This design comes from an exercise in tuning for small area on the open sky130 flow, not from production work.
The RTL of this run was laid out without a check of its function.
No activity file was given, so power comes from the tool's default toggle rates.

==> design.v <==
module rgb_led_array_pwm #(
  parameter int P_LED_NUM = 4,
  parameter int P_DUTY_W  = 8,
  parameter int P_CE_DIV  = 4,
  parameter int P_CE_W    = 2,
  parameter int P_SPD_W   = 10,
  parameter int P_PHASE   = 192
) (
  input  logic                 I_CLK_100MHZ,
  input  logic                 I_RST,
  input  logic [1:0]           I_MODE,
  input  logic [P_SPD_W-1:0]   I_SPEED,
  input  logic [P_DUTY_W-1:0]  I_BRIGHTNESS,
  input  logic                 I_INVERTED,
  input  logic [P_DUTY_W-1:0]  I_FIX_R,
  input  logic [P_DUTY_W-1:0]  I_FIX_G,
  input  logic [P_DUTY_W-1:0]  I_FIX_B,
  output logic [P_LED_NUM-1:0] O_LED_R,
  output logic [P_LED_NUM-1:0] O_LED_G,
  output logic [P_LED_NUM-1:0] O_LED_B,
  output logic                 O_FRAME,
  output logic [3:0]           O_STATUS
);
  function automatic logic gt8(input logic [7:0] a, input logic [7:0] b);
    gt8 = 1'b0;
    for (int i = 0; i < 8; i++) gt8 = (a[i] & ~b[i]) | (~(a[i] ^ b[i]) & gt8);
  endfunction
  function automatic logic gt6(input logic [5:0] a, input logic [5:0] b);
    gt6 = 1'b0;
    for (int i = 0; i < 6; i++) gt6 = (a[i] & ~b[i]) | (~(a[i] ^ b[i]) & gt6);
  endfunction
  function automatic logic [7:0] inc8(input logic [7:0] a);
    logic c;
    c = 1'b1;
    for (int i = 0; i < 8; i++) begin inc8[i] = a[i] ^ c; c = a[i] & c; end
  endfunction
  function automatic logic [8:0] dstep(input logic [7:0] r, input logic [7:0] d);
    logic [8:0] t, nd, s;
    logic       c;
    t  = {r, 1'b1};
    nd = {1'b1, ~d};
    c  = 1'b0;
    for (int i = 0; i < 9; i++) begin
      s[i] = t[i] ^ nd[i] ^ c;
      c    = (t[i] & nd[i]) | (t[i] & c) | (nd[i] & c);
    end
    dstep = c ? {1'b1, s[7:0]} : {1'b0, t[7:0]};
  endfunction
  logic [1:0]  ce_cnt_r;
  logic [7:0]  pwm_cnt_r;
  logic [7:0]  pwm_inc_s;
  logic        frame_r;
  logic        ce_s, ce0_s, ce1_s, pre_s, frame_s, pwm_last_s;
  assign ce_s       = (ce_cnt_r == 2'd3);
  assign ce0_s      = (ce_cnt_r == 2'd0);
  assign ce1_s      = (ce_cnt_r == 2'd1);
  assign pwm_last_s = (pwm_cnt_r == 8'd254);
  assign frame_s    = ce_s && pwm_last_s;
  assign pre_s      = (ce_cnt_r == 2'd2) && pwm_last_s;
  assign pwm_inc_s  = inc8(pwm_cnt_r);
  always_ff @(posedge I_CLK_100MHZ or posedge I_RST) begin
    if (I_RST) ce_cnt_r <= 2'd0;
    else       ce_cnt_r <= {ce_cnt_r[1] ^ ce_cnt_r[0], ~ce_cnt_r[0]};
  end
  always_ff @(posedge I_CLK_100MHZ or posedge I_RST) begin
    if (I_RST)        pwm_cnt_r <= 8'd0;
    else if (frame_s) pwm_cnt_r <= 8'd0;
    else if (ce_s)    pwm_cnt_r <= pwm_inc_s;
  end
  always_ff @(posedge I_CLK_100MHZ or posedge I_RST) begin
    if (I_RST) frame_r <= 1'b0;
    else       frame_r <= frame_s;
  end
  logic [9:0]  step_cnt_r;
  logic [9:0]  step_inc_s;
  logic        step_cy_s, step_ge_s;
  logic        spd_nz_s, step_s;
  logic [9:0]  hue_r;
  logic [1:0]  mode_r;
  logic        mode_enter_s;
  always_comb begin
    logic c, ge;
    c = 1'b1;
    for (int i = 0; i < 10; i++) begin
      step_inc_s[i] = step_cnt_r[i] ^ c;
      c = step_cnt_r[i] & c;
    end
    step_cy_s = c;
    ge = 1'b1;
    for (int i = 0; i < 10; i++)
      ge = (step_inc_s[i] & ~I_SPEED[i]) | (~(step_inc_s[i] ^ I_SPEED[i]) & ge);
    step_ge_s = step_cy_s | ge;
  end
  assign spd_nz_s     = (I_SPEED != 10'd0);
  assign step_s       = ce_s && spd_nz_s && step_ge_s;
  assign mode_enter_s = frame_s && (I_MODE != mode_r) && I_MODE[1];
  always_ff @(posedge I_CLK_100MHZ or posedge I_RST) begin
    if (I_RST)                 step_cnt_r <= 10'd0;
    else if (step_s)           step_cnt_r <= 10'd0;
    else if (ce_s && spd_nz_s) step_cnt_r <= step_inc_s;
  end
  logic [9:0] hue_nxt_s;
  always_comb begin
    logic t;
    t = 1'b1;
    for (int i = 0; i < 10; i++) begin
      hue_nxt_s[i] = hue_r[i] ^ t;
      t = t & (hue_r[i] ^ I_INVERTED);
    end
    if (!I_INVERTED && hue_r == 10'd767) hue_nxt_s = 10'd0;
    if ( I_INVERTED && hue_r == 10'd0)   hue_nxt_s = 10'd767;
  end
  always_ff @(posedge I_CLK_100MHZ or posedge I_RST) begin
    if (I_RST)       hue_r <= 10'd0;
    else if (step_s) hue_r <= hue_nxt_s;
  end
  always_ff @(posedge I_CLK_100MHZ or posedge I_RST) begin
    if (I_RST)        mode_r <= 2'd0;
    else if (frame_s) mode_r <= I_MODE;
  end
  logic [7:0] level_r;
  logic [7:0] level_nxt_s;
  logic       dir_down_r;
  logic       blink_r;
  always_comb begin
    logic t;
    t = 1'b1;
    for (int i = 0; i < 8; i++) begin
      level_nxt_s[i] = level_r[i] ^ t;
      t = t & (level_r[i] ^ dir_down_r);
    end
  end
  always_ff @(posedge I_CLK_100MHZ or posedge I_RST) begin
    if (I_RST) begin
      level_r    <= 8'd0;
      dir_down_r <= 1'b0;
      blink_r    <= 1'b0;
    end else if (mode_enter_s) begin
      level_r    <= 8'd0;
      dir_down_r <= 1'b0;
      blink_r    <= 1'b0;
    end else if (step_s) begin
      blink_r <= ~blink_r;
      if (!dir_down_r && level_r == 8'd255) begin
        dir_down_r <= 1'b1;
        level_r    <= 8'd254;
      end else if (dir_down_r && level_r == 8'd0) begin
        dir_down_r <= 1'b0;
        level_r    <= 8'd1;
      end else begin
        level_r    <= level_nxt_s;
      end
    end
  end
  logic [7:0]  col_r_r, col_g_r, col_b_r;
  logic        wheel_r;
  logic [7:0]  kb_r, ls_r;
  logic [7:0]  kb_in_s;
  logic [7:0]  kb_d_s;
  assign kb_in_s = ((mode_r == 2'd3) && !blink_r) ? 8'd0 : I_BRIGHTNESS;
  assign kb_d_s  = pre_s ? kb_in_s : kb_r;
  always_ff @(posedge I_CLK_100MHZ) begin
    if (pre_s) begin
      wheel_r <= (mode_r == 2'd0);
      col_r_r <= (mode_r == 2'd0) ? hue_r[7:0] : I_FIX_R;
      col_g_r <= (mode_r == 2'd0) ? {I_FIX_G[7:2], hue_r[9:8]} : I_FIX_G;
      col_b_r <= I_FIX_B;
    end
  end
  always_ff @(posedge I_CLK_100MHZ) begin
    kb_r <= kb_d_s;
  end
  always_ff @(posedge I_CLK_100MHZ or posedge I_RST) begin
    if (I_RST)      ls_r <= 8'd0;
    else if (pre_s) ls_r <= (mode_r == 2'd2) ? level_r : 8'd255;
  end
  logic [7:0] v_r;          
  logic       vsat_r;       
  logic [7:0] rem_r;
  logic [7:0] dvs_s;        
  logic [7:0] rin_s;
  logic [3:0] tq_s, tr_s;   
  logic [7:0] r1_s, r2_s, r3_s, r4_s;
  logic       b1_s, b2_s, b3_s, b4_s;
  logic       vsat_s, wsat_s;
  always_comb begin
    case (kb_in_s)
      8'd0:  begin tq_s = 4'd15; tr_s = 4'd0; end
      8'd1:  begin tq_s = 4'd7;  tr_s = 4'd1; end
      8'd2:  begin tq_s = 4'd5;  tr_s = 4'd0; end
      8'd3:  begin tq_s = 4'd3;  tr_s = 4'd3; end
      8'd4:  begin tq_s = 4'd3;  tr_s = 4'd0; end
      8'd5:  begin tq_s = 4'd2;  tr_s = 4'd3; end
      8'd6:  begin tq_s = 4'd2;  tr_s = 4'd1; end
      8'd7:  begin tq_s = 4'd1;  tr_s = 4'd7; end
      8'd8:  begin tq_s = 4'd1;  tr_s = 4'd6; end
      8'd9:  begin tq_s = 4'd1;  tr_s = 4'd5; end
      8'd10: begin tq_s = 4'd1;  tr_s = 4'd4; end
      8'd11: begin tq_s = 4'd1;  tr_s = 4'd3; end
      8'd12: begin tq_s = 4'd1;  tr_s = 4'd2; end
      8'd13: begin tq_s = 4'd1;  tr_s = 4'd1; end
      8'd14: begin tq_s = 4'd1;  tr_s = 4'd0; end
      default: begin tq_s = 4'd0; tr_s = 4'd15; end
    endcase
  end
  assign vsat_s = vsat_r;
  assign wsat_s = ~gt8(ls_r, v_r);
  always_comb begin
    if (ce_cnt_r[1] == ce_cnt_r[0]) begin
      dvs_s = ls_r;
      rin_s = ce0_s ? rem_r : (wsat_s ? ls_r : v_r);
    end else begin
      dvs_s = kb_d_s;
      if (pre_s)      rin_s = {4'd0, tr_s};
      else if (ce1_s) rin_s = vsat_s ? kb_r : pwm_inc_s;
      else            rin_s = rem_r;
    end
  end
  assign {b1_s, r1_s} = dstep(rin_s, dvs_s);
  assign {b2_s, r2_s} = dstep(r1_s, dvs_s);
  assign {b3_s, r3_s} = dstep(r2_s, dvs_s);
  assign {b4_s, r4_s} = dstep(r3_s, dvs_s);
  always_ff @(posedge I_CLK_100MHZ) begin
    rem_r <= r4_s;
  end
  always_ff @(posedge I_CLK_100MHZ or posedge I_RST) begin
    if (I_RST) v_r[3:0] <= 4'hF;
    else       v_r[3:0] <= {b1_s, b2_s, b3_s, b4_s};
  end
  always_ff @(posedge I_CLK_100MHZ) begin
    v_r[7:4] <= pre_s ? tq_s : v_r[3:0];
  end
  always_ff @(posedge I_CLK_100MHZ) begin
    if (ce_s) vsat_r <= &v_r;
  end
  logic [7:0] w_s;
  logic       on_r_s, on_g_s, on_b_s;
  logic [9:0] hue_p_s;
  logic       lo_up_s, lo_dn_s;
  logic [P_LED_NUM-1:0] wr_s, wg_s, wb_s;
  logic [P_LED_NUM-1:0] led_r_r, led_g_r, led_b_r;
  assign w_s     = {v_r[3:0], b1_s, b2_s, b3_s, b4_s};
  assign on_r_s  = gt8(col_r_r, w_s);
  assign on_g_s  = gt8(col_g_r, w_s);
  assign on_b_s  = gt8(col_b_r, w_s);
  assign hue_p_s = {col_g_r[1:0], col_r_r};
  assign lo_up_s = gt6(hue_p_s[5:0], w_s[5:0]);
  assign lo_dn_s = gt6(~hue_p_s[5:0], w_s[5:0]);
  logic [3:0] up_a_s, dn_a_s;
  for (genvar ga = 0; ga < 4; ga++) begin : g_a
    assign up_a_s[ga] = (2'(ga) > w_s[7:6]) || ((2'(ga) == w_s[7:6]) && lo_up_s);
    assign dn_a_s[ga] = (2'(3 - ga) > w_s[7:6]) || ((2'(3 - ga) == w_s[7:6]) && lo_dn_s);
  end
  for (genvar gi = 0; gi < P_LED_NUM; gi++) begin : g_led
    logic [1:0] s_s;      
    logic [1:0] c_s;      
    logic [2:0] sc_s;
    logic [1:0] a_s;
    logic       up_s, dn_s;
    if (gi == 0) begin : g_c0
      assign c_s = 2'd0;
    end else if (gi == 1) begin : g_c1
      assign c_s = {1'b0, hue_p_s[7:6] != 2'd0};
    end else if (gi == 2) begin : g_c2
      assign c_s = {hue_p_s[7], ~hue_p_s[7]};
    end else begin : g_c3
      assign c_s = {1'b1, hue_p_s[7:6] == 2'd3};
    end
    assign sc_s = {1'b0, hue_p_s[9:8]} + {1'b0, c_s};
    assign s_s  = (sc_s >= 3'd3) ? 2'(sc_s - 3'd3) : sc_s[1:0];
    assign a_s  = hue_p_s[7:6] - 2'(gi);
    assign up_s = up_a_s[a_s];
    assign dn_s = dn_a_s[a_s];
    assign wr_s[gi] = ((s_s == 2'd0) && dn_s) || ((s_s == 2'd2) && up_s);
    assign wg_s[gi] = ((s_s == 2'd0) && up_s) || ((s_s == 2'd1) && dn_s);
    assign wb_s[gi] = ((s_s == 2'd1) && up_s) || ((s_s == 2'd2) && dn_s);
    always_ff @(posedge I_CLK_100MHZ or posedge I_RST) begin
      if (I_RST) begin
        led_r_r[gi] <= 1'b0;
        led_g_r[gi] <= 1'b0;
        led_b_r[gi] <= 1'b0;
      end else if (ce0_s) begin
        led_r_r[gi] <= wheel_r ? wr_s[gi] : on_r_s;
        led_g_r[gi] <= wheel_r ? wg_s[gi] : on_g_s;
        led_b_r[gi] <= wheel_r ? wb_s[gi] : on_b_s;
      end
    end
  end
  assign O_LED_R  = led_r_r;
  assign O_LED_G  = led_g_r;
  assign O_LED_B  = led_b_r;
  assign O_FRAME  = frame_r;
  assign O_STATUS = {mode_r, I_INVERTED, I_RST};
endmodule
==> flow/run.sh <==
#!/bin/bash
# The standard layout (standard.sh) with these changes:
#  - synthesis maps the logic with the area-oriented ABC script in
#    flow/abc_area.script (a copy of ORFS's scripts folder with that one file
#    replaced; everything before and after ABC, registers included, is the
#    standard synthesis)
#  - ports are buffered with the plain sky130_fd_sc_hd__buf_1 cell
#  - clock tree synthesis with clkbuf_8 buffers and no dummy loads
set -euo pipefail
rm -rf scripts_local
cp -r "$FLOW_HOME/scripts" scripts_local
cp flow/abc_area.script scripts_local/abc_area.script
SCRIPTS_DIR="$PWD/scripts_local" ABC_AREA=1 bash standard.sh synth > synth_run.log 2>&1
rm -rf scripts_local
export BUFFER_PORTS_ARGS="-buffer_cell sky130_fd_sc_hd__buf_1"
export CTS_ARGS="-sink_clustering_enable -repair_clock_nets -dont_use_dummy_load -buf_list sky130_fd_sc_hd__clkbuf_8 -root_buf sky130_fd_sc_hd__clkbuf_8"
bash standard.sh > layout_run.log 2>&1
==> flow/abc_area.script <==
strash
&get -n
&deepsyn -T 20 -S 7
&put
dch -f
amap
topo
==> standard.sh <==
#!/bin/bash
# synth_recipe.tcl (not shown) runs the flow's synth.tcl, then flattens the netlist and writes it again
# the make line also repeats each setting of config.mk as NAME=value (left out here)
make -C /OpenROAD-flow-scripts/flow DESIGN_CONFIG=/design/flow/config.mk WORK_HOME=/design/flow/orfs CLKGATE_MAP_FILE= SYNTH_SCRIPT=/design/flow/synth_recipe.tcl "${@:-finish}"
==> config.mk <==
export PLATFORM = sky130hd
export DESIGN_NAME = rgb_led_array_pwm
export DESIGN_NICKNAME = rgb_led_array_pwm
export VERILOG_FILES = /design/flow/design.v
export SDC_FILE = /design/flow/constraint.sdc
export NUM_CORES = 4
export LEC_CHECK = 0
export ABC_AREA = 1
export CAP_MARGIN = 20
export CORE_MARGIN = 2
export CORE_UTILIZATION = 45
export PLACE_DENSITY = 0.6
export SLEW_MARGIN = 20
==> constraint.sdc <==
create_clock -name core_clock -period 13.0 [get_ports {I_CLK_100MHZ}]
set_input_delay 2.6000 -clock core_clock [delete_from_list [all_inputs] [get_ports {I_CLK_100MHZ}]]
set_output_delay 2.6000 -clock core_clock [all_outputs]
set_load 0.01 [all_outputs]
==> impl_metrics.csv <==
group,metric,value,unit
status,status,"failed layout checks",
status,failed_checks,"negative setup slack",
sta,relSlewSlack,34.5,%
sta,fin_worst_skew,0.0299,ns
run,drv_cap,0,
sta,rsz0062_at_grt,"yes",
place,port_buffers,63,
sta,fin_crit,14.26,ns
finish,num_antenna_cells,0,
sta,finalCritPeriodShare,110,%
die,dieArea,17200,µm²
place,hpwl,15000,µm
clocking,clock-sinks,113,
clocking,clk_latency,0.44,ns
power_and_ir_drop,ir_drop,0.0000653,V
sta,hold_viol_final,0,
worst_setup_path,crit_start,"I_BRIGHTNESS[1]",
sta,setup_slack,-1.26,ns
power_and_ir_drop,fin_total_pwr,708,µW
yosys,synth_seq_cells,113,
power_and_ir_drop,p_leak,4.07,nW
finish,regArea,2860,µm²
worst_setup_path,endpoint_kind,"flip-flop",
drt,vias_per_cell,5.52,
yosys,syn_avg_cell_area,9.59,µm²
grt,grt.total_usage,23.3,%
finish,layout_commonest_cell,"clkinv_1",
grt,first_global_vias,6597,
finish,num-fill-cells,1425,
clocking,clockBufferDepth,2,
drt,wire_per_inst,16.4,µm
min_path,min_from,"hue_r[8]",
finish,finalNonFillerCells,1165,
clocking,cts_root_buffer,"clkbuf_8",
drt,vias,6436,
clocking,htree_levels,4,
worst_setup_path,path_delay_family,"adder cells",
clocking,clk_pin_slew,0.08,ns
clocking,numCtsBuffers,17,
grt,grt-ovfl-total,0,
yosys,syn-cell-area,7290,µm²
die,fp-row-count,46,
clocking,tritoncts,"built",
yosys,yosys.cell_types.count,40,
worst_setup_path,cp_slowest_cell,"fa_2",
drt,drc,0,
finish,area_growth,27.5,%
place,place_inst,1131,
finish,drive_above_1_share,24.3,%
clocking,hold_buffers,0,
sta,whs,0.478,ns
yosys,syn_nets,914,
drt,ant_nets,0,
sta,fmax,70.1,MHz
worst_setup_path,worst_path_largest_cell_delay,0.38,ns
worst_setup_path,worstPathBufferInverterCount,21,
die,die_w,131,µm
drt,first_pass_iters,6,
finish,layout_common_cells,"clkinv_1 (115), buf_4 (107), ha_1 (77)",
yosys,syn_inst,760,
power_and_ir_drop,power_density,76.2,nW/µm²
die,ioPinCount,64,
die,start_util,45.9,%
worst_setup_path,timing.rr.start,"v_r[1]",
worst_setup_path,crit_top_cell,"fa_2",
drt,drt_iter0_drc,322,
yosys,ys_seq_area_share,39.3,%
grt,grt_max_degree,68,
worst_setup_path,crit_fanout,5,
place,preCtsSetupSlack,-1.72,ns
place,gp_congestion,0.932,
drt,wl,19100,µm
worst_setup_path,crit_required,13.33,ns
sta,slew_violations,0,
sta,setup_viol,21,
worst_setup_path,critPathArrivalTime,14.59,ns
yosys,yosys_warnings,1,
grt,grt_first_pass_wirelength,32300,µm
die,die_h,131,µm
die,core,15900,µm²
finish,nets,1105,
worst_setup_path,start_kind,"input port",
sta,worstMarginPinSlew,0.969,ns
grt,antenna_found_initial,0,
finish,multi_input_comb_area,4290,µm²
worst_setup_path,path_class,"input port to flip-flop",
min_path,hold_class,"flip-flop to flip-flop",
-- timing repair --
action,CTS,global route
gates cloned,0,0
endpoints found under the setup margin,20,21
pin swaps,32,37
gates resized for setup,27,28
buffers inserted,14,4
-- cell usage after synthesis --
cell type / n / area, µm²
a41oi_1: 1 / 8.76
a211oi_1: 5 / 37.5
nand4_1: 5 / 31.3
dfstp_2: 4 / 105
a22o_1: 13 / 114
a31o_1: 5 / 43.8
o41ai_1: 1 / 8.76
and3_1: 2 / 12.5
buf_4: 2 / 15.0
o21a_1: 13 / 97.6
o221ai_1: 10 / 87.6
a221oi_1: 5 / 43.8
dfrtp_1: 63 / 1580
o32ai_1: 3 / 26.3
o21ai_0: 32 / 160
nor4_1: 6 / 37.5
a21o_1: 19 / 143
a22oi_1: 4 / 30.0
a21boi_0: 1 / 7.51
a31oi_1: 3 / 18.8
nand3b_1: 1 / 7.51
dfxtp_1: 20 / 400
ha_1: 80 / 1000
or2_0: 4 / 25.0
nand3_1: 6 / 30.0
o22ai_1: 58 / 363
nor2_1: 86 / 323
nor3_1: 12 / 60.1
xnor2_1: 1 / 8.76
o21bai_1: 1 / 7.51
clkinv_1: 134 / 503
a32o_1: 5 / 50.1
or3_1: 7 / 43.8
o22a_1: 24 / 210
nand2_1: 29 / 109
nor2b_1: 3 / 18.8
a21oi_1: 37 / 185
fa_1: 27 / 541
a311oi_1: 2 / 17.5
edfxtp_1: 26 / 781
-- area by class of cell --
| class | instances | share of cell area [%] |
|---|---|---|
| timing repair buffer | 174 | 11.9 |
| clock buffer | 17 | 2.52 |
| sequential | 113 | 30.8 |
| inverter | 134 | 5.75 |
| multi-input combinational | 511 | 46.1 |
| tap | 216 | 2.91 |
-- worst paths after layout --
kind                                 to  slack (ns)  cells after the start
max                          led_b_r[3]       -1.26                     71
min                            hue_r[9]        0.48                      1
max reg2reg                  led_b_r[3]       -0.59                     74
min reg2reg                    hue_r[9]        0.48                      1
max in group asynchronous  pwm_cnt_r[5]        9.99                      3
min in group asynchronous    led_r_r[3]        2.41                      3
-- routing by layer --
layer / track usage (%) / wire [µm] / vias up
met4: 5.92 / 278 / 0
met5: 0 / 0 / -
met2: 38.4 / 9020 / 184
li1: - / - / 3127
met3: 4.44 / 916 / 24
met1: 31.7 / 8880 / 3101
-- worst register-to-register path, delay by kind of cell, from the launching register on --
family,cells,cell delay (ns)
fa+ha+maj,25,6.96
simple gates,5,0.37
flops,1,0.54
compound gates,26,4.34
buf+inv,18,1.36
-- cells by family after synthesis --
logic type                 Yosys count  synth area share, %
buffers and inverters              136                 7.11
and+or+nand+nor                    161                 9.58
adders and majority gates          107                 21.1
DFF                                113                 39.3
xor gates and xnor gates             1                0.120
AOI/OAI and AO/OA                  242                 22.8
-- report_power, final --
part / internal (mW) / total (mW) / leakage [nW] / switching (mW)
combinational: 0.0421 / 0.0853 / 2.70 / 0.0432
clock: 0.114 / 0.235 / 0.122 / 0.121
sequential: 0.375 / 0.388 / 1.25 / 0.0129
total: 0.531 / 0.708 / 4.07 / 0.177
-- stage by stage --
stage,TNS [ns],area [µm²],utilization (%)
6_report,-18.30,9290,58.5
5_1_grt,-29.18,9290,58.5
4_1_cts,-16.49,9150,57.6
3_5_place_dp,-25.57,8710,54.8
3_3_place_gp,-20.43,8710,54.8
2_1_floorplan,-22.13,7510,-
-- flip-flops by register name, summed over array words and instances (netlist names), 2 cells and up --
register	flops
col_r_r	8
pwm_cnt_r	8
led_r_r	4
led_g_r	4
kb_r	8
col_g_r	8
col_b_r	8
ce_cnt_r	2
step_cnt_r	10
ls_r	8
hue_r	10
led_b_r	4
v_r	8
rem_r	8
mode_r	2
level_r	8

-- separate check: timing with driven ports --
The flow's constraints put no driver on any port. The routed layout listed below was extracted and timed again, unchanged, in two steps.
Step 1 assumes that a clkbuf_16 drives the clock port and a buf_2 every other input.
Step 2 times the ports against the registers' clock, not the clock port: input delays grow and output delays shrink by t, the midpoint of the rising clock arrivals with the driver on.
a / b / c = ideal ports / drivers / drivers and shift; a / b = the first two.
shift t [ns]: 0.465
setup WS [ns]: -1.259 / -1.249 / -1.714
latest minus earliest clock arrival (ns): 0.030 / 0.030
slew at the worst register clock pin (ns): 0.08 / 0.08
worst data-port slew with drivers (ns): 0.05
For this run, drivers alone change the setup slack by +0.010 ns; drivers and shift together by -0.455 ns.
